Context: an optimization exercise on an open-source flow, tuned for small area, a short achievable clock period and few clock cycles. The choices shown serve that exercise and are no tape-out recipe.
Where RTL was checked, it was by simulation tests only, not by an equivalence proof against the original.

// snn_conv_quant
module snn_conv_quant (
    input  logic       clk,
    input  logic       rst_n,
    input  logic       in_valid,
    input  logic [7:0] img,
    input  logic [7:0] ker,
    input  logic       mode,
    output logic       out_valid,
    output logic [7:0] out_data
);
Settings: LEC_CHECK=0, ABC_CLOCK_PERIOD_IN_PS=5000, CAP_MARGIN=20, CORE_MARGIN=2, CORE_UTILIZATION=60, CTS_CLUSTER_DIAMETER=100, CTS_CLUSTER_SIZE=32, SLEW_MARGIN=20, SYNTH_HIERARCHICAL=1; clock period 25.0 ns.
standard.sh (not shown) runs the stock make flow with config.mk's settings and CLKGATE_MAP_FILE= SYNTH_SCRIPT=/design/flow/synth_recipe.tcl, a recipe that flattens the netlist after the stock synthesis.
==> flow/flow/run.sh <==
#!/bin/bash
set -euo pipefail
export BUFFER_PORTS_ARGS="-buffer_cell sky130_fd_sc_hd__buf_4"
export SETUP_SLACK_MARGIN=19.1
export SKIP_GATE_CLONING=1
bash standard.sh > standard.log 2>&1
The starting point produced a clean layout.
Testbench counts at the start, summed over its fixed seeds: cycles 13,044.
Then changed:
--- a/flow/design.v
+++ b/flow/design.v
@@ -78,14 +78,16 @@
     assign w_last0 = r_mode ? (r_rr[5] && r_rc[5]) : (r_rr[3] && r_rc[4]);
     function automatic logic [7:0] px(input int a, input int b);
         px = r_img[(C - 6*a - b + 36) % 36];
     endfunction
     logic [8:0][7:0] w_x;
     logic [8:0][7:0] w_k;
     assign w_k = r_ker;
+    logic [19:0]       w_na, w_nb;
+    logic [19:0]       r_na, r_nb;      
     logic              r_v1, r_last1;
     logic [19:0]       w_s, w_ns;
     logic [22-1:0] w_qa, w_qb, w_qy;
     logic r_c0;
     logic r_nc0;
     logic r_c5;
     logic r_nc5;
@@ -1303,57 +1305,39 @@
     logic m1119, m1120;
     snn_fa u_m1119 (.a(m1048), .b(m1085), .c(m1084), .s(m1119), .co(m1120));
     logic m1121, m1122;
     snn_fa u_m1121 (.a(m1087), .b(m1052), .c(m1086), .s(m1121), .co(m1122));
     logic m1123, m1124;
     snn_xnor u_m1123 (.a(m1054), .b(m1088), .y(m1123));
     assign m1124 = m1054 | m1088;
-    logic m1125, m1126;
-    snn_xnor u_m1125 (.a(m991), .b(m1089), .y(m1125));
-    assign m1126 = m991 | m1089;
-    logic m1127, m1128;
-    snn_fa u_m1127 (.a(m1090), .b(m1126), .c(m1091), .s(m1127), .co(m1128));
-    logic m1129, m1130;
-    snn_fa u_m1129 (.a(m1092), .b(m1093), .c(m1128), .s(m1129), .co(m1130));
-    logic m1131, m1132;
-    snn_fa u_m1131 (.a(m1094), .b(m1095), .c(m1130), .s(m1131), .co(m1132));
-    logic m1133, m1134;
-    snn_fa u_m1133 (.a(m1096), .b(m1097), .c(m1132), .s(m1133), .co(m1134));
-    logic m1135, m1136;
-    snn_fa u_m1135 (.a(m1098), .b(m1099), .c(m1134), .s(m1135), .co(m1136));
-    logic [13:0] w_na, w_nb, r_na, r_nb;    
-    logic [5:0] w_nsl, r_nsl;                
-    logic w_nc, r_nc;                         
-    assign w_na = {1'b1, m1124, m1123, m1121, m1119, m1117, m1115, m1112, m1110, m1108, m1106, m1104, m1102, m1100};
-    assign w_nb = {1'b1, 1'b1, m1122, m1120, m1118, m1116, m1114, m1113, m1111, m1109, m1107, m1105, m1103, m1101};
-    assign w_nsl = {m1135, m1133, m1131, m1129, m1127, m1125};
-    assign w_nc = m1136;
+    assign w_na = {1'b1, m1124, m1123, m1121, m1119, m1117, m1115, m1112, m1110, m1108, m1106, m1104, m1102, m1100, m1098, m1096, m1094, m1092, m1090, m991};
+    assign w_nb = {1'b1, 1'b1, m1122, m1120, m1118, m1116, m1114, m1113, m1111, m1109, m1107, m1105, m1103, m1101, m1099, m1097, m1095, m1093, m1091, m1089};
     logic d1, d2;
     snn_fa u_d1 (.a(w_ns[0]), .b(w_s[3]), .c(w_s[6]), .s(d1), .co(d2));
     logic d3, d4;
     assign d3 = ~(w_ns[1] ^ w_s[4]);
     assign d4 = w_ns[1] | w_s[4];
     logic d5, d6;
     snn_fa u_d5 (.a(w_s[7]), .b(w_ns[10]), .c(w_s[12]), .s(d5), .co(d6));
     logic d7, d8;
     snn_fa u_d7 (.a(w_ns[2]), .b(w_s[5]), .c(w_s[8]), .s(d7), .co(d8));
     logic d9, d10;
     assign d9 = w_ns[11] ^ w_s[13];
     assign d10 = w_ns[11] & w_s[13];
     logic d11, d12;
-    snn_fa u_d11 (.a(w_ns[3]), .b(w_s[0]), .c(w_s[6]), .s(d11), .co(d12));
+    snn_fa u_d11 (.a(w_s[0]), .b(w_ns[3]), .c(w_s[6]), .s(d11), .co(d12));
     logic d13, d14;
     snn_fa u_d13 (.a(w_s[9]), .b(w_ns[12]), .c(w_s[14]), .s(d13), .co(d14));
     logic d15, d16;
-    snn_fa u_d15 (.a(w_ns[4]), .b(w_s[1]), .c(w_s[7]), .s(d15), .co(d16));
+    snn_fa u_d15 (.a(w_s[1]), .b(w_ns[4]), .c(w_s[7]), .s(d15), .co(d16));
     logic d17, d18;
     snn_fa u_d17 (.a(w_s[10]), .b(w_ns[13]), .c(w_s[15]), .s(d17), .co(d18));
     logic d19, d20;
-    assign d19 = ~(w_ns[5] ^ w_s[2]);
-    assign d20 = w_ns[5] | w_s[2];
+    assign d19 = ~(w_s[2] ^ w_ns[5]);
+    assign d20 = w_s[2] | w_ns[5];
     logic d21, d22;
     snn_fa u_d21 (.a(w_s[8]), .b(w_s[11]), .c(w_ns[14]), .s(d21), .co(d22));
     logic d23, d24;
     assign d23 = ~(w_s[3] ^ w_ns[6]);
     assign d24 = w_s[3] | w_ns[6];
     logic d25, d26;
     snn_fa u_d25 (.a(w_s[9]), .b(w_s[12]), .c(w_ns[15]), .s(d25), .co(d26));
@@ -1527,24 +1511,20 @@
     assign d176 = w_s[17] & d134;
     logic d177, d178;
     assign d177 = 1'b1 ^ w_s[18];
     assign d178 = 1'b1 & w_s[18];
     assign w_qa = {d177, d175, d172, d171, d169, d166, d165, d162, d160, d159, d157, d154, d153, d151, d148, d146, d144, d142, d140, d138, d136, d95};
     assign w_qb = {d176, d174, d173, d170, d168, d167, d164, d163, d161, d158, d156, d155, d152, d150, d149, d147, d145, d143, d141, d139, d137, d135};
     always_ff @(posedge clk) begin
+        r_na    <= w_na;
+        r_nb    <= w_nb;
         r_v1    <= w_v0;
         r_last1 <= w_last0;
     end
-    always_ff @(posedge clk) begin
-        r_na  <= w_na;
-        r_nb  <= w_nb;
-        r_nsl <= w_nsl;
-        r_nc  <= w_nc;
-    end
-    assign w_ns = {r_na + r_nb + 14'(r_nc), r_nsl};
+    assign w_ns = r_na + r_nb + 20'd1;
     assign w_s  = ~w_ns;
     assign w_qy = w_qa + w_qb;
     always_ff @(posedge clk or negedge rst_n) begin
         if (!rst_n) begin
             r_busy    <= 1'b0;
             out_valid <= 1'b0;
         end else begin
The new run produced a clean layout.
Wire length goes down by 2.7%.
Synthesized area hardly moves.
Via count goes down by 0.89%.
Design area goes up by 0.39%.
Non-clock buffer count goes up by 14.
First-iteration DRC count goes up by about 2%.
Die area barely changes.
Clock skew goes down by 27 ps.
Synthesized cell count goes up by about 0.7%.
Critical path depth is unchanged.
Function not checked in the second run of this note: the RTL went through the layout flow alone.

[re-timing with driven ports]
Ports are ideal in the flow. The routed layouts listed here were re-timed in OpenROAD. Step 1, drivers: a clkbuf_16 drives clk and a buf_2 each remaining input, both assumed. Step 2 adds t to the input delays and takes it off the output delays; t is the mean of the earliest and latest rising clock arrival at the registers after step 1. Input paths then give back, and output paths get back, about the clock's delay inside the block. Slacks: ideal ports / drivers / drivers and shift; pairs: ideal ports / drivers.
run	t (ns)	slack for setup (ns)	worst setup path after step 2
the first run	0.636	18.892 / 18.834 / 19.082	register to register
the second run	0.638	18.914 / 18.853 / 18.918	register to register
After both steps setup and hold are still met in every run listed.
